This is an optimization exercise on Yosys and OpenROAD, whose aim is small area, not a production implementation.
Only simulation tests tie the RTL to the original design; equivalence was not proved.
No activity file was given, so power comes from the tool's default toggle rates.

==> flow/design.v <==
`timescale 1ns/100ps
`default_nettype none
package busPkg;
	typedef logic [31:0] busWord;
	typedef logic [63:0] aluWide;
	typedef logic [4:0] selCode;
	localparam int sourceCount = 24;
	localparam selCode selNone = 5'd31;
	typedef enum logic [4:0] {
		srcR0,
		srcR1,
		srcR2,
		srcR3,
		srcR4,
		srcR5,
		srcR6,
		srcR7,
		srcR8,
		srcR9,
		srcR10,
		srcR11,
		srcR12,
		srcR13,
		srcR14,
		srcR15,
		srcHi,
		srcLo,
		srcZHi,
		srcZLo,
		srcPc,
		srcMdr,
		srcInPort,
		srcC
	} busSource;
	typedef struct packed {
		logic cOut;
		logic inPortOut;
		logic mdrOut;
		logic pcOut;
		logic zLoOut;
		logic zHiOut;
		logic loOut;
		logic hiOut;
		logic r15Out;
		logic r14Out;
		logic r13Out;
		logic r12Out;
		logic r11Out;
		logic r10Out;
		logic r9Out;
		logic r8Out;
		logic r7Out;
		logic r6Out;
		logic r5Out;
		logic r4Out;
		logic r3Out;
		logic r2Out;
		logic r1Out;
		logic r0Out;
	} outStrobes;
	typedef struct packed {
		logic hiIn;
		logic loIn;
		logic zIn;
		logic pcIn;
		logic mdrIn;
		logic mdrRead;
	} specialIn;
	typedef struct packed {
		busWord hi;
		busWord lo;
		busWord zHi;
		busWord zLo;
		busWord pc;
		busWord mdr;
		busWord inPort;
	} specialWords;
endpackage
`default_nettype wire
`timescale 1ns/100ps
`default_nettype none
module busEncoder (
	input logic [23:0] outSel,
	output logic [23:0] grant
);
	logic [23:0] taken;
	always_comb begin
		taken[0] = 1'b0;
		for (int i = 1; i < 24; i++) begin
			taken[i] = taken[i-1] | outSel[i-1];
		end
	end
	assign grant = outSel & ~taken;
endmodule
`default_nettype wire
`timescale 1ns/100ps
`default_nettype none
module busAoi3 (
	input logic [2:0] sel,
	input logic [2:0][31:0] words,
	output logic [31:0] termN
);
	assign termN = ~((words[0] & {32{sel[0]}}) | (words[1] & {32{sel[1]}}) |
		(words[2] & {32{sel[2]}}));
endmodule
module busMultiplexer (
	input logic [23:0] grant,
	input logic [23:0][31:0] words,
	output logic [31:0] busValue
);
	logic [7:0][31:0] termN;
	for (genvar g = 0; g < 8; g++) begin : gTerm
		busAoi3 aoi (
			.sel(grant[3*g +: 3]),
			.words(words[3*g +: 3]),
			.termN(termN[g])
		);
	end
	always_comb begin
		busValue = '0;
		for (int g = 0; g < 8; g++) begin
			busValue = busValue | ~termN[g];
		end
	end
endmodule
`default_nettype wire
`timescale 1ns/100ps
`default_nettype none
module holdMux #(
	parameter int width = 32
) (
	input logic load,
	input logic keep,
	input logic [width-1:0] newValue,
	input logic [width-1:0] current,
	output logic [width-1:0] next
);
	assign next = (newValue & {width{load}}) | (current & {width{keep}});
endmodule
module registerFile #(
	parameter int regCount = 16
) (
	input logic [regCount-1:0] regIn,
	input logic [31:0] busValue,
	input logic [regCount-1:0][31:0] regWords,
	output logic [regCount-1:0][31:0] regNext
);
	for (genvar i = 0; i < regCount; i++) begin : gReg
		holdMux #(.width(32)) hold (
			.load(regIn[i]),
			.keep(~regIn[i]),
			.newValue(busValue),
			.current(regWords[i]),
			.next(regNext[i])
		);
	end
endmodule
`default_nettype wire
`timescale 1ns/100ps
`default_nettype none
module mdrMux (
	input logic [2:0] sel,
	input logic [31:0] memData,
	input logic [31:0] busValue,
	input logic [31:0] current,
	output logic [31:0] next
);
	assign next = (memData & {32{sel[0]}}) | (busValue & {32{sel[1]}}) |
		(current & {32{sel[2]}});
endmodule
module specialRegisters
(
	input busPkg::specialIn spIn,
	input busPkg::busWord busValue,
	input busPkg::busWord memData,
	input busPkg::aluWide aluResult,
	input busPkg::specialWords spWords,
	output busPkg::specialWords spNext
);
	logic [2:0] mdrSel;
	holdMux #(.width(32)) holdHi (
		.load(spIn.hiIn), .keep(~spIn.hiIn), .newValue(busValue), .current(spWords.hi),
		.next(spNext.hi));
	holdMux #(.width(32)) holdLo (
		.load(spIn.loIn), .keep(~spIn.loIn), .newValue(busValue), .current(spWords.lo),
		.next(spNext.lo));
	holdMux #(.width(32)) holdPc (
		.load(spIn.pcIn), .keep(~spIn.pcIn), .newValue(busValue), .current(spWords.pc),
		.next(spNext.pc));
	holdMux #(.width(64)) holdZ (
		.load(spIn.zIn), .keep(~spIn.zIn), .newValue(aluResult),
		.current({spWords.zHi, spWords.zLo}), .next({spNext.zHi, spNext.zLo}));
	assign mdrSel = {~spIn.mdrRead & ~spIn.mdrIn, ~spIn.mdrRead & spIn.mdrIn, spIn.mdrRead};
	mdrMux mdr (
		.sel(mdrSel), .memData(memData), .busValue(busValue), .current(spWords.mdr),
		.next(spNext.mdr));
	assign spNext.inPort = '0;
endmodule
`default_nettype wire
`timescale 1ns/100ps
`default_nettype none
module busDatapath #(
	parameter int regCount = 16
) (
	input logic clk,
	input logic arstN,
	input logic [23:0] outSel,
	input logic [regCount-1:0] regIn,
	input logic [5:0] spIn,
	input logic [31:0] inPortData,
	input logic [31:0] memData,
	input logic [31:0] cSignExtended,
	input logic [63:0] aluResult,
	output logic [31:0] busValue
);
	logic [23:0] grant;
	logic [regCount-1:0][31:0] regWords;
	logic [regCount-1:0][31:0] regNext;
	busPkg::specialWords spWords;
	busPkg::specialWords spNext;
	busEncoder encoder (
		.outSel(outSel),
		.grant(grant)
	);
	busMultiplexer mux (
		.grant(grant),
		.words({cSignExtended, spWords.inPort, spWords.mdr, spWords.pc,
			spWords.zLo, spWords.zHi, spWords.lo, spWords.hi, regWords}),
		.busValue(busValue)
	);
	registerFile #(
		.regCount(regCount)
	) regFile (
		.regIn(regIn),
		.busValue(busValue),
		.regWords(regWords),
		.regNext(regNext)
	);
	specialRegisters spRegs (
		.spIn(spIn),
		.busValue(busValue),
		.memData(memData),
		.aluResult(aluResult),
		.spWords(spWords),
		.spNext(spNext)
	);
	always_ff @(posedge clk or negedge arstN) begin
		if (!arstN) begin
			regWords <= '0;
			spWords <= '0;
		end else begin
			regWords <= regNext;
			spWords <= {spNext.hi, spNext.lo, spNext.zHi, spNext.zLo, spNext.pc, spNext.mdr,
				inPortData};
		end
	end
endmodule
`default_nettype wire
==> flow/flow/run.sh <==
#!/bin/bash
set -euo pipefail
export BUFFER_PORTS_ARGS="-buffer_cell sky130_fd_sc_hd__buf_1"
export CTS_ARGS="-sink_clustering_enable -repair_clock_nets -dont_use_dummy_load -buf_list {sky130_fd_sc_hd__clkbuf_4 sky130_fd_sc_hd__clkbuf_8}"
bash standard.sh "BUFFER_PORTS_ARGS=$BUFFER_PORTS_ARGS" "CTS_ARGS=$CTS_ARGS" finish > standard.log 2>&1
==> flow/standard.sh <==
#!/bin/bash
# synth_recipe.tcl (not shown) runs the flow's synth.tcl, then flattens the netlist and writes it again
# the make line also repeats each setting of config.mk as NAME=value (left out here)
make -C /OpenROAD-flow-scripts/flow DESIGN_CONFIG=/design/flow/config.mk WORK_HOME=/design/flow/orfs CLKGATE_MAP_FILE= SYNTH_SCRIPT=/design/flow/synth_recipe.tcl "${@:-finish}"
==> flow/config.mk <==
export PLATFORM = sky130hd
export DESIGN_NAME = busDatapath
export DESIGN_NICKNAME = busDatapath
export VERILOG_FILES = /design/flow/design.v
export SDC_FILE = /design/flow/constraint.sdc
export NUM_CORES = 4
export LEC_CHECK = 0
export CAP_MARGIN = 20
export CORE_MARGIN = 2
export CORE_UTILIZATION = 40
export SETUP_SLACK_MARGIN = 0.05
export SLEW_MARGIN = 20
export SYNTH_HIERARCHICAL = 1
export SYNTH_MINIMUM_KEEP_SIZE = 0
==> flow/constraint.sdc <==
create_clock -name core_clock -period 5.5 [get_ports {clk}]
set_input_delay 1.1000 -clock core_clock [delete_from_list [all_inputs] [get_ports {clk}]]
set_output_delay 1.1000 -clock core_clock [all_outputs]
set_load 0.01 [all_outputs]
==> impl_metrics.toml, run 1 <==
[routing]
detail_route.drc_violations = 0
drt_pre_antenna_iters = 11
wire_per_inst_um = 33.1
route.vias.total = 23800
ant_nets = 0
first_iter_violations = 4291
post_drt_via_cell_ratio = 7.08
detail_route.wirelength_mm = 111

[floorplanning]
die_y_um = 280
floorplan_core_area_um2 = 75800
design.die.area_um2 = 78600
io_pins = 240
die_width_um = 280
std_cell_rows = 101
initial_utilization_pct = 40.3

[placed_design]
dpl-instance-area_um2 = 31700
gp_congestion = 0.855
dp_hpwl_mm = 67.3
port_buffers = 239
placedCellCount = 3232

[synth]
syn-cell-area_um2 = 30600
post_synth_inst_count = 2101
post_synth.cell_area_avg_um2 = 14.5
syn_warnings = 9

[setup_path]
cp.required_ns = 4.40
critPathCaptureType = "output port"
startpoint_type = "input pin"
arrival_ns = 4.25
timing.setup.critical_path_class = "input pin to output port"
crit_fanout = 21

[power]
power.share.clock_pct = 38.7
power.switching_mw = 2.51
share_seq_of_total_power_pct = 55.4
switching_share_pct = 25.1
internal_power_mw = 7.50
p_comb_share_pct = 5.9
worst_ir_drop_vdd_mv = 0.124
p_leak_nw = 15.4
cellPowerDensity_nw_per_um2 = 300

[clock_tree]
cts_buffers = 119
cts_post_setup_buffers_inserted = 0
ctsHtreeMaxLevel = 3
clock_latency_ns = 0.71
clock_tree.root_cell = "clkbuf_8"
clock_tree_from_tritoncts = "yes"
cts.sink_count = 736
cts.reportedPaths.clkPinSlew_ns = 0.06
cts_buffer_depth = 3
cts-resized-gates = 0
postCtsHoldBufs = 0

[finish]
fin_cells = 3356
nets = 2583
areaGrowthSynthToFinish_pct = 9.28
layout-drive-gt1-share_pct = 14.3
postLayoutCellArea_um2 = 33400

[sta]
rsz0062_at_grt = "no"
maxClockFrequency_mhz = 187
timing.clock.skew_ns = 0.0903
tightest_slew_ns = 1.23
report.final.slew_viol_count = 0
relSlewSlack_pct = 17.9
setup_tns_ns = 0
report.final.hold_viol_count = 0
fin_crit_sh_pct = 97.3
period_needed_ns = 5.35
report.final.setup_viol = 0

[global_route]
grt_antenna_before_repair = 11
grt_pass1_vias = 24300
grt_overall_usage_pct = 27.8
globalRouteOverflowTotal = 0
grt_first_pass_wirelength_mm = 163
grt_start_max_net_pins = 159

[run]
cap_viol_max_count = 0

[worst_hold_path]
worst_min_delay_path_category = "input pin to async pin"

[outcome]
outcome = "no timing/DRC/antenna violations"
-- layer usage --
layer	vias up	GRT usage, %	wire length, µm
met5	-	0	40
met3	280	7.38	12200
met4	6	12.6	4510
li1	9297	-	-
met2	1787	41.2	49400
met1	12400	38.1	44800
-- placed cells by master, fill, tap and decap left out, types with 3 or more instances in the layout --
master and count:
dfrtp_1 736, a22o_1 630, nor3_2 3, inv_1 40, clkbuf_8 119, clkbuf_2 21, buf_4 107, or2_1 32
nand2_1 3, a22o_2 42, nor2_1 6, a222oi_1 288, diode_2 5, nand4_1 64, clkinv_1 3, and4b_1 3
buf_1 217, buf_12 17, inv_2 11, and3_1 3, nor4_4 3
-- worst paths after layout --
path,slack [ns],cells after the start,endpoint,start
min in group core_clock,0.43,1,spWords[11]$_DFF_PN0_,inPortData[11]
worst min register to register,0.49,2,spWords[61]$_DFF_PN0_,spWords[61]$_DFF_PN0_
worst max-delay path,0.15,9,busValue[3],outSel[1]
max in group asynchronous,3.64,2,spWords[131]$_DFF_PN0_,arstN
worst min-delay path,0.41,1,spWords[141]$_DFF_PN0_,arstN
worst max register to register,3.10,6,spWords[46]$_DFF_PN0_,regWords[110]$_DFF_PN0_
-- power groups by stage --
stage	combinational, mW	clock [mW]	sequential [mW]
3_5_place_dp	0.581	0	5.63
5_1_grt	0.624	4.20	5.54
6_report	0.592	3.88	5.54
2_1_floorplan	0.298	0	5.61
3_3_place_gp	0.568	0	5.63
4_1_cts	0.581	3.94	5.54
-- metrics by stage --
step | power [mW] | setup slack [ns] | util, % | hold slack (ns)
6_report | 10.0 | 0.150 | 44.0 | 0.410
5_1_grt | 10.4 | 0.115 | 44.0 | 0.396
4_1_cts | 10.1 | 0.228 | 44.0 | 0.383
3_5_place_dp | 6.21 | 0.223 | 41.9 | 0.475
3_3_place_gp | 6.20 | 0.117 | 41.8 | 0.469
2_1_floorplan | 5.91 | 1.24 | - | 0.456
-- sequential cells by signal, indices dropped and copies added (netlist names) --
name / flops
spWords: 224
regWords: 512
-- layout make-up --
class                   instances  area (µm²)
flip-flops and latches        736       18400
diodes                          5        12.5
fillers                      6819       42400
well taps                     978        1220
clock buffers                 119        1640
inverters                      54         203
multi-input cells            1101        9830
repair buffers                363        2070
-- worst max-delay path: stages --
cell	delay, ns
buf_1	0.17
or4_4	0.61
nor3_4	0.53
and2_2	0.80
buf_4	0.30
a222oi_1	0.08
nand4_1	0.27
or2_1	0.20
buf_1	0.16
==> run 2: changes to the inputs <==
==> flow/run.sh (new file) <==
#!/bin/bash
# synth_recipe.tcl (not shown) runs the flow's synth.tcl, then flattens the netlist and writes it again
# the make line also repeats each setting of config.mk as NAME=value (left out here)
make -C /OpenROAD-flow-scripts/flow DESIGN_CONFIG=/design/flow/config.mk WORK_HOME=/design/flow/orfs CLKGATE_MAP_FILE= SYNTH_SCRIPT=/design/flow/synth_recipe.tcl finish
--- a/flow/config.mk
+++ b/flow/config.mk
@@ -8,7 +8,7 @@
 export CAP_MARGIN = 20
 export CORE_MARGIN = 2
 export CORE_UTILIZATION = 40
-export SETUP_SLACK_MARGIN = 0.05
+export SETUP_SLACK_MARGIN = 0.2
 export SLEW_MARGIN = 20
 export SYNTH_HIERARCHICAL = 1
 export SYNTH_MINIMUM_KEEP_SIZE = 0
removed: flow/flow/run.sh
removed: flow/standard.sh
==> run 2 against run 1 <==
Register-to-register slack improved by 0.02 ns. Wire length up 1.8%. Clock power up 45%. Critical path depth increased by 2. Highest routed layer unchanged.
==> impl_metrics.toml, run 2 <==
[power]
internal_power_mw = 8.97
switching_share_pct = 24.2
worst_ir_drop_vdd_mv = 0.201
share_seq_of_total_power_pct = 46.8
power.switching_mw = 2.87
cellPowerDensity_nw_per_um2 = 323
p_comb_share_pct = 5.9
p_leak_nw = 17.0
power.share.clock_pct = 47.3

[global_route]
grt_first_pass_wirelength_mm = 166
grt_pass1_vias = 24400
globalRouteOverflowTotal = 0
grt_antenna_before_repair = 4
grt_start_max_net_pins = 130
grt_overall_usage_pct = 28.3

[setup_path]
critPathCaptureType = "output port"
arrival_ns = 4.18
cp.required_ns = 4.40
rr_endpoint = "spWords[57]$_DFF_PN0_"
reg_to_reg_startpoint = "spWords[153]$_DFF_PN0_"
worst_r2r_path_depth = 6
crit_fanout = 19
startpoint_type = "input pin"
r2r_setup_slack_ns = 3.12
timing.setup.critical_path_class = "input pin to output port"

[floorplanning]
std_cell_rows = 101
die_width_um = 280
die_y_um = 280
design.die.area_um2 = 78600
io_pins = 240
floorplan_core_area_um2 = 75800
initial_utilization_pct = 40.3

[placed_design]
port_buffers = 239
dp_hpwl_mm = 70.7
gp_congestion = 0.899
preCtsSetupSlack_ns = -0.269

[worst_hold_path]
worst_min_delay_path_category = "flop to flop"
number_of_cells_traversed_by_the_worst_hold_path = 1
hold_path_startpoint = "regWords[234]$_DFF_PN0_"
holdPathEnd = "regWords[234]$_DFF_PN0_"

[finish]
biggestRegsByFlops = "regWords (512), spWords (224)"
layout-drive-gt1-share_pct = 16.4
layout.cells.most_common = "dfrtp_1"
flip_flop_count_of_the_largest_register_all_copies_and_words_added = 512
antennaDiodeCount = 0
areaGrowthSynthToFinish_pct = 20.1
most_frequent_cells_in_the_layout = "dfrtp_1 (736), a22o_1 (630), a222oi_1 (288)"
most_flop_heavy_register = "regWords"
nets = 2603

[clock_tree]
cts_buffer_depth = 3
clock_latency_ns = 0.66
ctsHtreeMaxLevel = 3
cts.reportedPaths.clkPinSlew_ns = 0.06
clock_tree.root_cell = "clkbuf_16"
postCtsHoldBufs = 0
cts_buffers = 79
cts.sink_count = 736
clock_tree_from_tritoncts = "yes"

[synth]
post_synth.cell_area_avg_um2 = 14.5
post_synth_inst_count = 2101
syn-cell-area_um2 = 30600
syn_warnings = 9

[routing]
detail_route.wirelength_mm = 113
first_iter_violations = 4684
detail_route.drc_violations = 0
post_drt_via_cell_ratio = 6.97
ant_nets = 0
wire_per_inst_um = 32.9
route.vias.total = 23900
drt_pre_antenna_iters = 12

[sta]
maxClockFrequency_mhz = 189
rsz0062_at_grt = "no"
report.final.slew_viol_count = 0
timing.clock.skew_ns = 0.0302
hold_ws_ns = 0.496
report.final.hold_viol_count = 0
period_needed_ns = 5.28
tightest_slew_ns = 1.13
fin_crit_sh_pct = 96.0
layout_setup_ws_ns = 0.220
report.final.setup_viol = 0
relSlewSlack_pct = 24.5

[outcome]
outcome = "no timing/DRC/antenna violations"

[run]
cap_viol_max_count = 0
## run 2: worst max-delay path, cell delays in order
cell and delay [ns]:
clkdlybuf4s50_1 0.53, buf_12 0.13, nor4_4 0.05, nand4_2 0.14, buf_12 0.14, and4bb_2 0.28, buf_12 0.18, a222oi_1 0.64
nand4_1 0.21, or2_1 0.28, clkdlybuf4s50_1 0.49
## run 2: power groups by stage
stage	Clock, mW	Combinational [mW]	Sequential (mW)
finish	5.61	0.699	5.54
global route	5.91	0.733	5.54
CTS	5.67	0.691	5.54
detailed placement	0	0.687	5.63
global placement	0	0.676	5.64
floorplan	0	0.298	5.61
## run 2: through the flow
step | util [%] | cells | power (mW) | setup TNS (ns) | cell area (µm²)
finish | 48.4 | 3438 | 11.8 | 0 | 36700
global route | 48.4 | 3438 | 12.2 | 0 | 36700
CTS | 48.3 | 3436 | 11.9 | 0 | 36600
detailed placement | 44.6 | 3287 | 6.32 | -5.74 | 33800
global placement | 44.6 | 3287 | 6.31 | -10.44 | 33800
floorplan | - | 2101 | 5.91 | 0 | 30600
## run 2: worst max-delay path by stage
stage                     startpoint      endpoint  cells after the start
after floorplan            outSel[8]  busValue[30]                      7
after global placement     outSel[1]   busValue[0]                     10
after detailed placement   outSel[8]  busValue[11]                     10
after CTS                  outSel[1]   busValue[6]                     11
after global routing      outSel[10]  busValue[27]                     10
final                     outSel[12]  busValue[22]                     11
## run 2: timing repair
item                                    CTS  global route
pin swaps                                 7            18
gates cloned                              0             1
setup buffers                             3             1
resized for setup                        11            21
endpoints found under the setup margin   32            30
## run 2: metal layers
metal / track usage [%] / routed length [µm]
met5: 0 / 21
met4: 11.6 / 4440
met3: 7.09 / 12500
met2: 43.1 / 51400
met1: 38.6 / 44600
## run 2: cell type report
class	count	area, µm²
fillers	6530	39100
flip-flops and latches	736	18400
multi-input cells	1101	9860
repair buffers	423	4230
clock buffers	109	2310
well taps	978	1220
clock inverters	37	465
inverters	54	203
==> run 3: changes to the inputs <==
==> flow/flow/run.sh (new file) <==
#!/bin/bash
set -euo pipefail
# The platform's don't-use cells plus the large buffers.
plat=$(make -s -C "$FLOW_HOME" DESIGN_CONFIG="$FLOW_CONFIG" WORK_HOME="$PWD/orfs" print-DONT_USE_CELLS | sed -n 's/^DONT_USE_CELLS: //p')
big=""
for c in buf_6 buf_8 buf_12 buf_16 bufbuf_8 bufbuf_16 bufinv_8 bufinv_16; do
  big="$big sky130_fd_sc_hd__$c"
done
echo "DONT_USE_CELLS=$plat$big" > dont_use.log
bash standard.sh "DONT_USE_CELLS=$plat$big" \
  "BUFFER_PORTS_ARGS=-buffer_cell sky130_fd_sc_hd__buf_1" \
  "CTS_ARGS=-sink_clustering_enable -repair_clock_nets -dont_use_dummy_load -buf_list {sky130_fd_sc_hd__clkbuf_8} -sink_clustering_size 15 -sink_clustering_max_diameter 50" \
  REMOVE_ABC_BUFFERS=1 finish > standard.log 2>&1
==> flow/standard.sh (new file) <==
#!/bin/bash
# synth_recipe.tcl (not shown) runs the flow's synth.tcl, then flattens the netlist and writes it again
# the make line also repeats each setting of config.mk as NAME=value (left out here)
make -C /OpenROAD-flow-scripts/flow DESIGN_CONFIG=/design/flow/config.mk WORK_HOME=/design/flow/orfs CLKGATE_MAP_FILE= SYNTH_SCRIPT=/design/flow/synth_recipe.tcl "${@:-finish}"
==> flow/config.mk (replaced) <==
export PLATFORM = sky130hd
export DESIGN_NAME = busDatapath
export DESIGN_NICKNAME = busDatapath
export VERILOG_FILES = /design/flow/design.v
export SDC_FILE = /design/flow/constraint.sdc
export NUM_CORES = 4
export LEC_CHECK = 0
export CAP_MARGIN = 10
export CORE_MARGIN = 2
export CORE_UTILIZATION = 60
export GPL_TIMING_DRIVEN = 0
export SETUP_SLACK_MARGIN = 0.05
export SLEW_MARGIN = 10
export SYNTH_HIERARCHICAL = 1
export SYNTH_MINIMUM_KEEP_SIZE = 0
removed: flow/run.sh
==> run 3 against run 2 <==
Still clean. Non-clock buffer count down 75. Die area down 34%. Utilization rose by 17 points. Sequential cell count is the same. Clock power fell by 49%. Combinational power shrank 19%. Synthesized cell count stayed put. Sequential power about the same. First-iteration DRC count down 13%. Clock skew rose by 0.017 ns. Final area shrank 13%. Largest power group is now registers. Highest routed layer is now met4.
==> impl_metrics.toml, run 3 <==
[power]
worst_ir_drop_vdd_mv = 0.225
fin_total_pwr_mw = 8.92
p_leak_nw = 15.0
cellPowerDensity_nw_per_um2 = 279

[sta]
report.final.hold_viol_count = 0
tightest_slew_ns = 1.04
relSlewSlack_pct = 30.4
layout_setup_ws_ns = 0.112
period_needed_ns = 5.39
maxClockFrequency_mhz = 186
report.final.setup_viol = 0
fin_crit_sh_pct = 98.0
report.final.slew_viol_count = 0
timing.clock.skew_ns = 0.0468
rsz0062_at_grt = "yes"

[synth]
post_synth.cell_area_avg_um2 = 14.2
post_synth_inst_count = 2101
syn-cell-area_um2 = 29800
syn_warnings = 9

[global_route]
grt_start_max_net_pins = 45
grt_first_pass_wirelength_mm = 145
globalRouteOverflowTotal = 0
grt_pass1_vias = 23200
grt_overall_usage_pct = 37.7
grt_antenna_before_repair = 1

[setup_path]
path_cells = "buf_2 > buf_4 > nor4_4 > nand4_4 > nor4_4 > buf_4 > buf_2 > buf_2 > buf_2 > a222oi_1 > nand4_1 > or2_4 > buf_1"
critical-path-max-stage-delay_ns = 0.41
critical-path-slowest-cell = "nor4_4"
rr_endpoint = "spWords[59]$_DFF_PN0_"
timing.setup.critical_path_class = "input pin to output port"
worst_r2r_path_depth = 6
critPathCaptureType = "output port"
crit_start = "outSel[0]"
crit_fanout = 15
startpoint_type = "input pin"
r2r_setup_slack_ns = 3.11
cp.required_ns = 4.40
cp-endpoint = "busValue[27]"
reg_to_reg_startpoint = "regWords[411]$_DFF_PN0_"
cp_most_frequent_cell = "buf_2"
arrival_ns = 4.29

[routing]
post_drt_via_cell_ratio = 7.72
route.vias.total = 23000
first_iter_violations = 4071
detail_route.drc_violations = 0
ant_nets = 0
drt_pre_antenna_iters = 11
detail_route.wirelength_mm = 99.1
wire_per_inst_um = 33.3

[clock_tree]
clock_tree.root_cell = "clkbuf_8"
cts_buffers = 67
cts.reportedPaths.clkPinSlew_ns = 0.09
cts_buffer_depth = 3
cts.sink_count = 736
clock_tree_from_tritoncts = "yes"
ctsHtreeMaxLevel = 3
clock_latency_ns = 0.68

[placed_design]
dp_hpwl_mm = 57.8
preCtsSetupSlack_ns = -1.09
gp_congestion = 0.793
dpl-instance-area_um2 = 30700
port_buffers = 239

[finish]
most_frequent_cells_in_the_layout = "dfrtp_1 (736), a22o_1 (630), a222oi_1 (288)"
most_flop_heavy_register = "regWords"
areaGrowthSynthToFinish_pct = 7.33
postLayoutCellArea_um2 = 32000
biggestRegsByFlops = "regWords (512), spWords (224)"
nets = 2524
layout-drive-gt1-share_pct = 14.0
layout.cells.most_common = "dfrtp_1"
flip_flop_count_of_the_largest_register_all_copies_and_words_added = 512

[run]
cap_viol_max_count = 0

[outcome]
outcome = "no timing/DRC/antenna violations"

[floorplanning]
initial_utilization_pct = 60.8
design.die.area_um2 = 51500
io_pins = 240
floorplan_core_area_um2 = 49100
die_width_um = 227
die_y_um = 227
std_cell_rows = 81

[worst_hold_path]
worst_min_delay_path_category = "input pin to async pin"
[run 3: worst min path at each step]
stage | cells past startpoint | end | startpoint
finish | 1 | spWords[3]$_DFF_PN0_ | arstN
global placement | 2 | spWords[57]$_DFF_PN0_ | spWords[57]$_DFF_PN0_
detailed placement | 2 | spWords[40]$_DFF_PN0_ | spWords[40]$_DFF_PN0_
CTS | 1 | spWords[52]$_DFF_PN0_ | arstN
floorplan | 2 | spWords[32]$_DFF_PN0_ | spWords[32]$_DFF_PN0_
global route | 1 | spWords[57]$_DFF_PN0_ | arstN
[run 3: area by class of cell]
cell class	count	area [µm²]
Antenna cell	1	2.50
Inverter	54	203
Timing Repair Buffer	348	1620
Multi-Input combinational cell	1109	10000
Tap cell	664	831
Sequential cell	736	18400
Fill cell	3743	17000
Clock buffer	67	922
[run 3: worst max-delay path: cells and delay by family]
family,cells,cell delay [ns]
buf+inv,7,1.62
simple gates,5,1.45
compound gates,1,0.10
[run 3: what timing repair did]
item / 4_1_cts / 5_1_grt
pin swaps: 4 / 16
resized for setup: 60 / 15
hold buffers: 0 / 0
gates cloned: 3 / 6
setup buffers: 2 / 31
endpoints found under the setup margin: 32 / 29
[run 3: stage by stage]
stage	TNS [ns]	std cells	utilization, %	hold WS (ns)
2_1_floorplan	-18.28	1891	-	0.456
3_3_place_gp	-	2794	61.3	0.468
3_5_place_dp	-29.84	2869	62.6	0.475
4_1_cts	0	2941	64.8	0.301
5_1_grt	0	2978	65.3	0.333
6_report	0	2979	65.3	0.331
[run 3: report_power, final]
| group | switching (mW) | internal (mW) | total [mW] | leakage, nW |
|---|---|---|---|---|
| clock | 1.75 | 1.09 | 2.84 | 0.482 |
| sequential | 0.0412 | 5.48 | 5.52 | 10.1 |
| combinational | 0.447 | 0.117 | 0.564 | 4.46 |
| total | 2.24 | 6.69 | 8.92 | 15.0 |
[run 3: routing by layer]
metal	vias up	share of wire [%]	GRT usage (%)
li1	9207	-	-
met1	11900	39	52.0
met2	1661	46	58.5
met3	184	11	8.97
met4	0	3.7	14.7
met5	-	0	0
==> run 4: changes to the inputs <==
--- a/flow/flow/run.sh
+++ b/flow/flow/run.sh
@@ -9,5 +9,5 @@
 echo "DONT_USE_CELLS=$plat$big" > dont_use.log
 bash standard.sh "DONT_USE_CELLS=$plat$big" \
   "BUFFER_PORTS_ARGS=-buffer_cell sky130_fd_sc_hd__buf_1" \
-  "CTS_ARGS=-sink_clustering_enable -repair_clock_nets -dont_use_dummy_load -buf_list {sky130_fd_sc_hd__clkbuf_8} -sink_clustering_size 15 -sink_clustering_max_diameter 50" \
+  "CTS_ARGS=-sink_clustering_enable -repair_clock_nets -dont_use_dummy_load -buf_list {sky130_fd_sc_hd__clkbuf_4} -sink_clustering_size 10 -sink_clustering_max_diameter 40" \
   REMOVE_ABC_BUFFERS=1 finish > standard.log 2>&1
--- a/flow/config.mk
+++ b/flow/config.mk
@@ -7,8 +7,8 @@
 export LEC_CHECK = 0
 export CAP_MARGIN = 10
 export CORE_MARGIN = 2
-export CORE_UTILIZATION = 60
-export GPL_TIMING_DRIVEN = 0
+export CORE_UTILIZATION = 80
+export GPL_TIMING_DRIVEN = 1
 export SETUP_SLACK_MARGIN = 0.05
 export SLEW_MARGIN = 10
 export SYNTH_HIERARCHICAL = 1
==> run 4 against run 3 <==
Still clean. Die area shrank 25%. First-iteration DRC count grew 31%. Utilization grew 20 points. Sequential share of layout area grew 1.3 points. Non-clock buffer count grew 31. Wire length shrank 2.9%.
==> impl_metrics.toml, run 4 <==
[finish]
most_frequent_cells_in_the_layout = "dfrtp_1 (736), a22o_1 (630), buf_1 (299)"
layout.cells.most_common = "dfrtp_1"
most_flop_heavy_register = "regWords"
postLayoutCellArea_um2 = 31300
layout-drive-gt1-share_pct = 10.1
biggestRegsByFlops = "regWords (512), spWords (224)"
areaGrowthSynthToFinish_pct = 4.95
nets = 2573
flip_flop_count_of_the_largest_register_all_copies_and_words_added = 512

[floorplanning]
design.die.area_um2 = 38900
io_pins = 240
die_width_um = 197
initial_utilization_pct = 81.3
std_cell_rows = 70
floorplan_core_area_um2 = 36700
die_y_um = 197

[power]
p_leak_nw = 14.7
cellPowerDensity_nw_per_um2 = 273
fin_total_pwr_mw = 8.55
worst_ir_drop_vdd_mv = 0.295

[clock_tree]
postCtsHoldBufs = 0
cts_buffers = 93
cts-resized-gates = 0
clock_tree_from_tritoncts = "yes"
clock_tree.root_cell = "clkbuf_4"
cts.reportedPaths.clkPinSlew_ns = 0.11
cts_buffer_depth = 3
cts.sink_count = 736
ctsHtreeMaxLevel = 3
clock_latency_ns = 0.85
cts_post_setup_buffers_inserted = 0

[worst_hold_path]
worst_min_delay_path_category = "input pin to flop"
hold_path_startpoint = "inPortData[30]"

[sta]
fin_crit_sh_pct = 92.4
layout_setup_ws_ns = 0.416
rsz0062_at_grt = "no"
timing.clock.skew_ns = 0.0691
report.final.slew_viol_count = 0
report.final.hold_viol_count = 0
tightest_slew_ns = 1.37
period_needed_ns = 5.08
report.final.setup_viol = 0
relSlewSlack_pct = 8.42
maxClockFrequency_mhz = 197

[placed_design]
port_buffers = 239
dpl-instance-area_um2 = 30600
gp_congestion = 0.923
preCtsSetupSlack_ns = 0.644
dp_hpwl_mm = 57.2

[routing]
detail_route.wirelength_mm = 96.2
ant_nets = 0
post_drt_via_cell_ratio = 8.68
detail_route.drc_violations = 0
route.vias.total = 24600
drt_pre_antenna_iters = 15
wire_per_inst_um = 33.9
first_iter_violations = 5352

[global_route]
grt_antenna_before_repair = 3
grt_overall_usage_pct = 50.3
grt_pass1_vias = 25200
globalRouteOverflowTotal = 0
grt_first_pass_wirelength_mm = 146
grt_start_max_net_pins = 64

[setup_path]
arrival_ns = 3.98
timing.setup.critical_path_class = "input pin to output port"
crit_fanout = 32
cp.required_ns = 4.40
critPathCaptureType = "output port"
startpoint_type = "input pin"
reg_to_reg_startpoint = "regWords[509]$_DFF_PN0_"
crit_start = "outSel[0]"

[synth]
syn-cell-area_um2 = 29800
syn_warnings = 9
post_synth.cell_area_avg_um2 = 14.2
post_synth_inst_count = 2101

[run]
cap_viol_max_count = 0

[outcome]
outcome = "no timing/DRC/antenna violations"
run 4: final timing paths:
| check | end | slack, ns | cells past startpoint |
|---|---|---|---|
| worst max-delay path | busValue[17] | 0.42 | 8 |
| worst min-delay path | spWords[30]$_DFF_PN0_ | 0.34 | 1 |
| worst max register to register | spWords[61]$_DFF_PN0_ | 2.66 | 6 |
| worst min register to register | spWords[34]$_DFF_PN0_ | 0.50 | 2 |
| max in group asynchronous | regWords[29]$_DFF_PN0_ | 3.57 | 2 |
| min in group asynchronous | spWords[155]$_DFF_PN0_ | 0.48 | 1 |
run 4: through the flow:
step,hold slack [ns],instances,util (%),setup TNS (ns)
4_1_cts,0.306,2830,85.3,0
3_3_place_gp,0.469,2737,83.4,0
2_1_floorplan,0.456,1891,-,-18.28
5_1_grt,0.296,2834,85.3,0
3_5_place_dp,0.475,2737,83.4,0
6_report,0.343,2835,85.3,0
run 4: power breakdown:
part	internal [mW]	switching (mW)	leakage (nW)
combinational	0.110	0.443	4.23
clock	0.776	1.70	0.428
sequential	5.48	0.0452	10.1
run 4: critical path: stages:
cell and delay (ns):
clkbuf_2 0.24, buf_2 0.69, nor4b_2 0.11, buf_2 0.49
a222oi_1 0.47, nand4_1 0.35, or2_1 0.37, buf_1 0.14
run 4: final cells by class:
| class | instances | area (µm²) |
|---|---|---|
| repair buffers | 379 | 1600 |
| inverters | 54 | 203 |
| diodes | 4 | 10.0 |
| flip-flops and latches | 736 | 18400 |
| multi-input cells | 1101 | 9800 |
| well taps | 468 | 586 |
| fillers | 1902 | 5390 |
| clock buffers | 93 | 698 |
run 4: routing by layer:
| layer | vias to the layer above | part of all wire, % | GRT usage (%) |
|---|---|---|---|
| met5 | - | 0 | 0 |
| met4 | 0 | 6.4 | 30.0 |
| met3 | 488 | 15 | 16.2 |
| met2 | 2769 | 44 | 73.2 |
| met1 | 12000 | 34 | 67.5 |
| li1 | 9335 | - | - |
==> run 5: changes to the inputs <==
--- a/flow/config.mk
+++ b/flow/config.mk
@@ -7,7 +7,7 @@
 export LEC_CHECK = 0
 export CAP_MARGIN = 10
 export CORE_MARGIN = 2
-export CORE_UTILIZATION = 80
+export CORE_UTILIZATION = 60
 export GPL_TIMING_DRIVEN = 1
 export SETUP_SLACK_MARGIN = 0.05
 export SLEW_MARGIN = 10
==> run 5 against run 4 <==
Wire length is 4.7% higher. Setup slack worse by 0.088 ns. Sequential power hardly changed. Die area is 33% higher. Final area is 1.3% higher. Synthesized cell count stayed put. Sequential cell count stayed put. Hold slack worse by 0.052 ns. Critical path type unchanged. Critical endpoint is now busValue[12].
==> impl_metrics.toml, run 5 <==
[placed_design]
dpl-instance-area_um2 = 30900
port_buffers = 239
preCtsSetupSlack_ns = 0.190
dp_hpwl_mm = 61.9
gp_congestion = 0.902
placedCellCount = 2939

[finish]
most_flop_heavy_register = "regWords"
most_frequent_cells_in_the_layout = "dfrtp_1 (736), a22o_1 (630), a222oi_1 (288)"
layout.cells.most_common = "dfrtp_1"
layout-drive-gt1-share_pct = 11.3
postLayoutCellArea_um2 = 31700
nets = 2593
areaGrowthSynthToFinish_pct = 6.29
biggestRegsByFlops = "regWords (512), spWords (224)"
multi_input_area_um2 = 9800
area.sequential_um2 = 18400
fin_cells = 3053
fill_cells = 3884
flip_flop_count_of_the_largest_register_all_copies_and_words_added = 512

[synth]
post_synth_inst_count = 2101
syn-cell-area_um2 = 29800
post_synth.cell_area_avg_um2 = 14.2
syn_warnings = 9

[setup_path]
cp.buffers_inverters = 3
crit_fanout = 22
cp_most_frequent_cell = "buf_1"
critical-path-slowest-cell = "and4bb_2"
path_delay_family = "simple AND/OR/NAND/NOR gates"
crit_start = "outSel[1]"
rr_endpoint = "spWords[59]$_DFF_PN0_"
cp.required_ns = 4.40
r2r_setup_slack_ns = 2.75
path_cells = "buf_1 > nor4_2 > nand4_2 > and4bb_2 > buf_1 > a222oi_1 > nand4_1 > or2_1 > buf_1"
arrival_ns = 4.07
critPathCaptureType = "output port"
timing.setup.critical_path_class = "input pin to output port"
reg_to_reg_startpoint = "regWords[507]$_DFF_PN0_"
worst_r2r_path_depth = 6
critical-path-max-stage-delay_ns = 0.95
startpoint_type = "input pin"

[outcome]
outcome = "no timing/DRC/antenna violations"

[sta]
rsz0062_at_grt = "no"
tightest_slew_ns = 1.27
fin_crit_sh_pct = 94.0
hold_ws_ns = 0.290
setup_tns_ns = 0
period_needed_ns = 5.17
report.final.slew_viol_count = 0
report.final.hold_viol_count = 0
relSlewSlack_pct = 15.4
layout_setup_ws_ns = 0.328
timing.clock.skew_ns = 0.0555
report.final.setup_viol = 0
maxClockFrequency_mhz = 193

[routing]
route.vias.total = 23600
detail_route.wirelength_mm = 101
detail_route.drc_violations = 0
drt_pre_antenna_iters = 8
ant_nets = 0
wire_per_inst_um = 33.0
post_drt_via_cell_ratio = 7.72
first_iter_violations = 4614

[clock_tree]
cts.reportedPaths.clkPinSlew_ns = 0.11
clock_tree.root_cell = "clkbuf_4"
cts-resized-gates = 0
cts_buffer_depth = 3
clock_latency_ns = 0.92
cts_buffers = 104
cts.sink_count = 736
clock_tree_from_tritoncts = "yes"
ctsHtreeMaxLevel = 3

[global_route]
grt_start_max_net_pins = 65
grt_first_pass_wirelength_mm = 149
grt_antenna_before_repair = 5
grt_pass1_vias = 23700
globalRouteOverflowTotal = 0
grt_overall_usage_pct = 39.2

[floorplanning]
die_y_um = 227
floorplan_core_area_um2 = 49100
initial_utilization_pct = 60.8
die_width_um = 227
io_pins = 240
design.die.area_um2 = 51500
std_cell_rows = 81

[power]
worst_ir_drop_vdd_mv = 0.173
cellPowerDensity_nw_per_um2 = 274
p_leak_nw = 14.8

[worst_hold_path]
number_of_cells_traversed_by_the_worst_hold_path = 1
hold_path_startpoint = "inPortData[1]"
worst_min_delay_path_category = "input pin to flop"
holdPathEnd = "spWords[1]$_DFF_PN0_"

[run]
cap_viol_max_count = 0
-- run 5: final cells by class --
cell class | count | area share, %
Tap cell | 664 | 2.62
Timing Repair Buffer | 388 | 5.25
Sequential cell | 736 | 58.1
Antenna cell | 6 | 0.0473
Clock buffer | 104 | 2.46
Inverter | 54 | 0.639
Multi-Input combinational cell | 1101 | 30.9
-- run 5: metrics by stage --
stage               total power, mW  utilization, %
floorplan                      5.75               -
global placement               6.17            63.0
detailed placement             6.18            63.0
CTS                            8.72            64.6
global route                   9.01            64.6
finish                         8.70            64.6
-- run 5: worst max path at each step --
| stage | endpoint | cells past startpoint | slack [ns] |
|---|---|---|---|
| after floorplan | busValue[30] | 6 | -0.65 |
| after global placement | busValue[20] | 9 | 0.27 |
| after detailed placement | busValue[20] | 9 | 0.19 |
| after CTS | busValue[20] | 9 | 0.19 |
| after global routing | busValue[12] | 9 | 0.29 |
| final | busValue[12] | 9 | 0.33 |
-- run 5: repair_timing --
action / CTS / global route
setup buffers: 0 / 4
endpoints found under the setup margin: 0 / 2
hold buffers: 0 / 0
-- run 5: routing by layer --
layer  up-vias  part of all wire (%)  routed length [µm]  global-route usage, %
met5         -                     0                   0                      0
met4         0                   4.6                4670                   18.0
met3       265                    11               11200                   10.1
met2      1773                    45               45800                   59.6
met1     12200                    39               39100                   53.4
li1       9355                     -                   -                      -
-- run 5: where the power goes --
group / internal [mW] / switching [mW]
clock network: 0.863 / 1.75
registers: 5.48 / 0.0474
logic: 0.111 / 0.449
total: 6.45 / 2.25
-- run 5: worst register-to-register path, cell delays in order (launching register included) --
cell	delay (ns)
dfrtp_1	0.40
a222oi_1	0.54
nand4_1	0.30
or2_1	0.32
buf_1	0.50
a222oi_1	0.48
inv_1	0.08
==> run 6: changes to the inputs <==
--- a/flow/config.mk
+++ b/flow/config.mk
@@ -7,7 +7,7 @@
 export LEC_CHECK = 0
 export CAP_MARGIN = 10
 export CORE_MARGIN = 2
-export CORE_UTILIZATION = 60
+export CORE_UTILIZATION = 72
 export GPL_TIMING_DRIVEN = 1
 export SETUP_SLACK_MARGIN = 0.05
 export SLEW_MARGIN = 10
==> run 6 against run 5 <==
First-iteration DRC count rose by 3.1%. Still clean. Non-clock buffer count is 21 lower. Global-route usage up 5.2 points. Critical endpoint is now busValue[31]. Critical path type unchanged.
==> impl_metrics.toml, run 6 <==
[sta]
timing.clock.skew_ns = 0.0512
tightest_slew_ns = 1.28
fin_crit_sh_pct = 90.2
setup_tns_ns = 0
relSlewSlack_pct = 14.2
report.final.hold_viol_count = 0
rsz0062_at_grt = "no"
report.final.setup_viol = 0
period_needed_ns = 4.96
report.final.slew_viol_count = 0
maxClockFrequency_mhz = 202
layout_setup_ws_ns = 0.539

[setup_path]
cp.required_ns = 4.40
critical-path-slowest-cell = "and4bb_2"
startpoint_type = "input pin"
path_cells = "clkbuf_2 > nor4_2 > nand4_2 > and4bb_2 > buf_2 > a222oi_1 > nand4_1 > or2_1 > buf_1"
crit_fanout = 21
crit_start = "outSel[0]"
timing.setup.critical_path_class = "input pin to output port"
reg_to_reg_startpoint = "regWords[413]$_DFF_PN0_"
critical-path-max-stage-delay_ns = 0.85
critPathCaptureType = "output port"
worst_r2r_path_depth = 6
arrival_ns = 3.86

[worst_hold_path]
number_of_cells_traversed_by_the_worst_hold_path = 1
worst_min_delay_path_category = "input pin to flop"
hold_path_startpoint = "inPortData[27]"

[clock_tree]
cts_buffer_depth = 3
cts_post_setup_buffers_inserted = 0
clock_tree_from_tritoncts = "yes"
cts_buffers = 92
cts.reportedPaths.clkPinSlew_ns = 0.11
cts.sink_count = 736
clock_latency_ns = 0.87
ctsHtreeMaxLevel = 3
clock_tree.root_cell = "clkbuf_4"

[floorplanning]
floorplan_core_area_um2 = 40800
design.die.area_um2 = 43100
io_pins = 240
die_width_um = 208
initial_utilization_pct = 73.1
std_cell_rows = 74
die_y_um = 208

[finish]
most_frequent_cells_in_the_layout = "dfrtp_1 (736), a22o_1 (630), a222oi_1 (288)"
fill_cells = 2613
area.sequential_um2 = 18400
biggestRegsByFlops = "regWords (512), spWords (224)"
layout-drive-gt1-share_pct = 10.1
multi_input_area_um2 = 9800
flip_flop_count_of_the_largest_register_all_copies_and_words_added = 512
fin_util_pct = 76.7
nets = 2560
layout.cells.most_common = "dfrtp_1"
most_flop_heavy_register = "regWords"
areaGrowthSynthToFinish_pct = 5.01

[placed_design]
dp_hpwl_mm = 57.5
gp_congestion = 0.889
preCtsSetupSlack_ns = 0.418
port_buffers = 239

[global_route]
grt_pass1_vias = 24500
grt_use_met3_pct = 13.1
grt_met1_use_pct = 60.1
grt_overall_usage_pct = 44.4
grt_first_pass_wirelength_mm = 146
grt_antenna_before_repair = 1
groute.layer.met2.usage_pct = 64.3
grt_start_max_net_pins = 68
globalRouteOverflowTotal = 0
gr-max-usage-layer = "met2"

[synth]
syn_warnings = 9
post_synth.cell_area_avg_um2 = 14.2
post_synth_inst_count = 2101
syn-cell-area_um2 = 29800

[routing]
route.vias.total = 23800
detail_route.wirelength_mm = 95.1
detail_route.drc_violations = 0
drt_pre_antenna_iters = 12
first_iter_violations = 4756
wire_per_inst_um = 33.0
post_drt_via_cell_ratio = 8.26
ant_nets = 0

[power]
p_leak_nw = 14.7
worst_ir_drop_vdd_mv = 0.221
cellPowerDensity_nw_per_um2 = 273

[run]
cap_viol_max_count = 0

[outcome]
outcome = "no timing/DRC/antenna violations"
## run 6: cell types whose count changed in the layout (fill, tap and decap cells not counted), sizes merged
| cell | previous run | this run |
|---|---|---|
| clkbuf | 122 | 107 |
| inv | 49 | 54 |
| buf | 370 | 352 |
| diode | 6 | 2 |
| clkinv | 5 | 0 |
## run 6: timing repair
| action | 4_1_cts | 5_1_grt |
|---|---|---|
| resized for setup | 0 | 1 |
| endpoints found under the setup margin | 0 | 1 |
| hold buffers | 0 | 0 |
## run 6: worst max-delay path, delay by kind of cell
family	cells	cell delay, ns
simple gates	5	1.76
buf+inv	3	0.79
compound gates	1	0.18
## run 6: final cells by class
class                           count  area share, %
Antenna cell                        2         0.0160
Timing Repair Buffer              367           4.93
Sequential cell                   736           58.8
Tap cell                          532           2.12
Multi-Input combinational cell   1101           31.3
Clock buffer                       92           2.20
Inverter                           54          0.647
## run 6: worst paths after layout
| kind | end | slack, ns |
|---|---|---|
| min reg2reg | regWords[232]$_DFF_PN0_ | 0.50 |
| max reg2reg | spWords[61]$_DFF_PN0_ | 2.45 |
| min | spWords[27]$_DFF_PN0_ | 0.32 |
| max | busValue[31] | 0.54 |
| max in group asynchronous | regWords[185]$_DFF_PN0_ | 3.62 |
| min in group asynchronous | spWords[73]$_DFF_PN0_ | 0.42 |
## run 6: report_power, final
part	internal (mW)	leakage (nW)	switching [mW]	total (mW)
clock	0.767	0.423	1.72	2.48
sequential	5.48	10.1	0.0430	5.52
combinational	0.109	4.21	0.435	0.544
## run 6: layer usage
layer / vias to the layer above / wire length, µm / share of wire (%)
li1: 9284 / - / -
met1: 12000 / 34500 / 36
met2: 2201 / 42300 / 44
met3: 352 / 12400 / 13
met4: 0 / 5930 / 6.2
met5: - / 0 / 0
## run 6: per-stage QoR
| step | std cells | hold WS [ns] | total power, mW | cell area, µm² |
|---|---|---|---|---|
| after global routing | 2883 | 0.269 | 8.81 | 31300 |
| after CTS | 2882 | 0.274 | 8.55 | 31300 |
| after floorplan | 1891 | 0.456 | 5.75 | 28400 |
| after global placement | 2790 | 0.468 | 6.14 | 30600 |
| final | 2884 | 0.317 | 8.55 | 31300 |
| after detailed placement | 2790 | 0.474 | 6.15 | 30600 |
==> run 7: changes to the inputs <==
==> flow/flow/run.sh (replaced) <==
#!/bin/bash
set -euo pipefail
here=$(pwd)
# The platform's don't-use cells plus the large buffers.
plat=$(make -s -C "$FLOW_HOME" DESIGN_CONFIG="$FLOW_CONFIG" WORK_HOME="$here/orfs" print-DONT_USE_CELLS | sed -n 's/^DONT_USE_CELLS: //p')
big=""
for c in buf_6 buf_8 buf_12 buf_16 bufbuf_8 bufbuf_16 bufinv_8 bufinv_16; do
  big="$big sky130_fd_sc_hd__$c"
done
echo "DONT_USE_CELLS=$plat$big" > dont_use.log
export MY_ABC_SCRIPT="$here/flow/area.abc"
bash standard.sh "DONT_USE_CELLS=$plat$big" \
  "SYNTH_SCRIPT=$here/flow/synth.tcl" \
  "BUFFER_PORTS_ARGS=-buffer_cell sky130_fd_sc_hd__buf_1" \
  "CTS_ARGS=-sink_clustering_enable -repair_clock_nets -dont_use_dummy_load -buf_list {sky130_fd_sc_hd__clkbuf_4} -sink_clustering_size 10 -sink_clustering_max_diameter 40" \
  REMOVE_ABC_BUFFERS=1 "MY_ABC_SCRIPT=$MY_ABC_SCRIPT" finish > standard.log 2>&1
==> flow/flow/area.abc (new file) <==
strash
&get -n
&st
&dch
&nf
&put
topo
stime -c
==> flow/flow/synth.tcl (new file) <==
proc synth {args} { yosys synth -nofsm -noshare {*}$args }
# ORFS's synthesis with its ABC call given our own ABC script.
set f [open $::env(SCRIPTS_DIR)/synth.tcl]
set txt [read $f]
close $f
set old {log_cmd abc {*}$abc_args}
if { [string first $old $txt] < 0 } { error "ABC call not found in synth.tcl" }
set txt [string map [list $old "log_cmd abc -script $::env(MY_ABC_SCRIPT) {*}\[lrange \$abc_args 2 end\]"] $txt]
eval $txt
# left out here: clear keep_hierarchy, flatten, clean up, hide names made inside functions, write 1_2_yosys.v
--- a/flow/config.mk
+++ b/flow/config.mk
@@ -7,7 +7,7 @@
 export LEC_CHECK = 0
 export CAP_MARGIN = 10
 export CORE_MARGIN = 2
-export CORE_UTILIZATION = 72
+export CORE_UTILIZATION = 60
 export GPL_TIMING_DRIVEN = 1
 export SETUP_SLACK_MARGIN = 0.05
 export SLEW_MARGIN = 10
==> run 7 against run 6 <==
The layout now fails its checks (negative setup slack). Setup slack lost 1.4 ns. First-iteration DRC count up 5.5%. Clock power is 5% higher. Total power rose by 1.9%. Highest routed layer is now met5. Final area increased by 2.7%. Critical path type unchanged. Largest cell class unchanged.
==> impl_metrics.toml, run 7 <==
[global_route]
grt_pass1_vias = 24400
globalRouteOverflowTotal = 0
grt_first_pass_wirelength_mm = 151
grt_start_max_net_pins = 70
grt_overall_usage_pct = 40.6
grt_antenna_before_repair = 7

[setup_path]
arrival_ns = 5.28
timing.setup.critical_path_class = "input pin to output port"
critical-path-max-stage-delay_ns = 0.56
critPathCaptureType = "output port"
critical-path-slowest-cell = "or4_4"
path_cells = "buf_1 > or4_4 > nor4_4 > nand2b_1 > or4_4 > or4_4 > or4_4 > or4_4 > buf_2 > nor4_4 > clkbuf_8 > a222oi_1 > nand4_1 > or2_0 > buf_4 > buf_2"
cp_most_frequent_cell = "or4_4"
crit_fanout = 6
cp.required_ns = 4.40
startpoint_type = "input pin"

[routing]
first_iter_violations = 5019
detail_route.drc_violations = 0
route.vias.total = 24100
detail_route.wirelength_mm = 100
drt_pre_antenna_iters = 11
ant_nets = 0
wire_per_inst_um = 32.8
post_drt_via_cell_ratio = 7.90

[synth]
post_synth.cell_area_avg_um2 = 15.0
syn-cell-area_um2 = 28200
syn_warnings = 9
post_synth_inst_count = 1884

[power]
p_leak_nw = 15.1
fin_total_pwr_mw = 8.71
worst_ir_drop_vdd_mv = 0.219
cellPowerDensity_nw_per_um2 = 271

[finish]
fill_cells = 3397
fin_util_pct = 69.3
layout.cells.most_common = "dfrtp_1"
postLayoutCellArea_um2 = 32200
layout-drive-gt1-share_pct = 14.3
nets = 2651
most_flop_heavy_register = "regWords"
most_frequent_cells_in_the_layout = "dfrtp_1 (736), a22o_1 (672), a222oi_1 (288)"
areaGrowthSynthToFinish_pct = 14.0
biggestRegsByFlops = "regWords (512), spWords (224)"
flip_flop_count_of_the_largest_register_all_copies_and_words_added = 512

[outcome]
so_faults = "negative setup slack"
outcome = "failed layout checks"

[floorplanning]
design.die.area_um2 = 48800
io_pins = 240
std_cell_rows = 79
floorplan_core_area_um2 = 46500
die_y_um = 221
die_width_um = 221
initial_utilization_pct = 60.8

[placed_design]
dp_hpwl_mm = 61.9
preCtsSetupSlack_ns = -1.28
port_buffers = 239
gp_congestion = 0.905
dpl-instance-area_um2 = 31100

[clock_tree]
clock_tree.root_cell = "clkbuf_4"
cts_buffers = 103
ctsHtreeMaxLevel = 3
postCtsHoldBufs = 0
cts_buffer_depth = 3
clock_tree_from_tritoncts = "yes"
clock_latency_ns = 0.93
cts.reportedPaths.clkPinSlew_ns = 0.10
cts.sink_count = 736

[sta]
fin_crit_sh_pct = 116
period_needed_ns = 6.38
layout_setup_ws_ns = -0.878
rsz0062_at_grt = "yes"
maxClockFrequency_mhz = 157
report.final.slew_viol_count = 0
report.final.setup_viol = 32
report.final.hold_viol_count = 0
timing.clock.skew_ns = 0.0990
relSlewSlack_pct = 18.2
setup_tns_ns = -23.89
tightest_slew_ns = 1.23

[worst_hold_path]
worst_min_delay_path_category = "input pin to flop"

[run]
cap_viol_max_count = 0
## run 7: critical path: cells and delay by family
kind	cells	cell delay (ns)
and+or+nand+nor	10	3.33
buffers and inverters	5	0.75
AOI/OAI and AO/OA	1	0.11
## run 7: path summary, 6_finish.rpt
kind | startpoint | endpoint | slack [ns] | depth (start not counted)
max | outSel[1] | busValue[31] | -0.88 | 16
min | inPortData[16] | spWords[16]$_DFF_PN0_ | 0.31 | 1
max reg2reg | regWords[215]$_DFF_PN0_ | spWords[55]$_DFF_PN0_ | 2.94 | 8
min reg2reg | regWords[21]$_DFF_PN0_ | regWords[21]$_DFF_PN0_ | 0.50 | 1
max in group asynchronous | arstN | regWords[299]$_DFF_PN0_ | 3.66 | 2
min in group asynchronous | arstN | regWords[251]$_DFF_PN0_ | 0.32 | 1
## run 7: cell type report
class / count / area, µm² / area share [%]
inverter: 58 / 218 / 0.676
sequential: 736 / 18400 / 57.2
tap: 607 / 759 / 2.36
antenna: 5 / 12.5 / 0.0389
multi-input combinational: 1089 / 9760 / 30.3
clock buffer: 103 / 773 / 2.40
timing repair buffer: 455 / 2250 / 6.98
## run 7: layer usage
metal	share of wire, %	global-route usage [%]	up-vias
li1	-	-	9467
met1	38	57.0	12300
met2	45	60.5	2003
met3	13	11.0	307
met4	4.2	16.8	2
met5	0.012	0	-
## run 7: metrics by stage
| step | hold slack (ns) | std cells |
|---|---|---|
| global route | 0.241 | 3052 |
| CTS | 0.258 | 3042 |
| finish | 0.306 | 3053 |
| detailed placement | 0.474 | 2924 |
| floorplan | 0.454 | 1883 |
| global placement | 0.469 | 2924 |
## run 7: repair_timing
action	CTS	global route
endpoints found under the setup margin	32	32
gates resized for setup	79	24
buffers inserted	12	6
pin swaps	64	41
gates cloned	3	0
## run 7: power breakdown
| group | leakage (nW) | total [mW] | switching, mW | internal [mW] |
|---|---|---|---|---|
| Clock | 0.474 | 2.61 | 1.76 | 0.854 |
| Sequential | 10.1 | 5.53 | 0.0541 | 5.48 |
| Combinational | 4.56 | 0.563 | 0.447 | 0.116 |
| Total | 15.1 | 8.71 | 2.26 | 6.45 |

## static timing again, ports no longer ideal
The results above use ideal ports. As a check the final layouts listed here were re-extracted and re-timed, cells and wires unchanged. Step 1 sets driving cells, clkbuf_16 on the clock port and buf_2 on the other inputs (assumed; they add their load-dependent delay and slew). Step 2 also shifts input and output timing later by t, the mid clock arrival at the registers, as if the neighbouring blocks saw the same clock. a / b / c = no drivers / after step 1 / after step 2; a / b = the first two.
run | t (ns) | slack for setup (ns) | slew at the worst register clock pin (ns)
run 1 | 0.760 | 0.150 / 0.131 / 0.131 | 0.07 / 0.07
run 2 | 0.706 | 0.220 / 0.195 / 0.195 | 0.06 / 0.06
run 3 | 0.712 | 0.112 / 0.093 / 0.093 | 0.10 / 0.10
run 4 | 0.871 | 0.416 / 0.386 / 0.386 | 0.11 / 0.11
run 5 | 0.936 | 0.328 / 0.304 / 0.304 | 0.11 / 0.11
run 6 | 0.903 | 0.539 / 0.516 / 0.516 | 0.11 / 0.11
run 7 | 0.926 | -0.878 / -0.900 / -0.900 | 0.11 / 0.11
The setup slack of run 4, which loses most, moves by -0.030 ns with the drivers and by -0.030 ns with both steps.
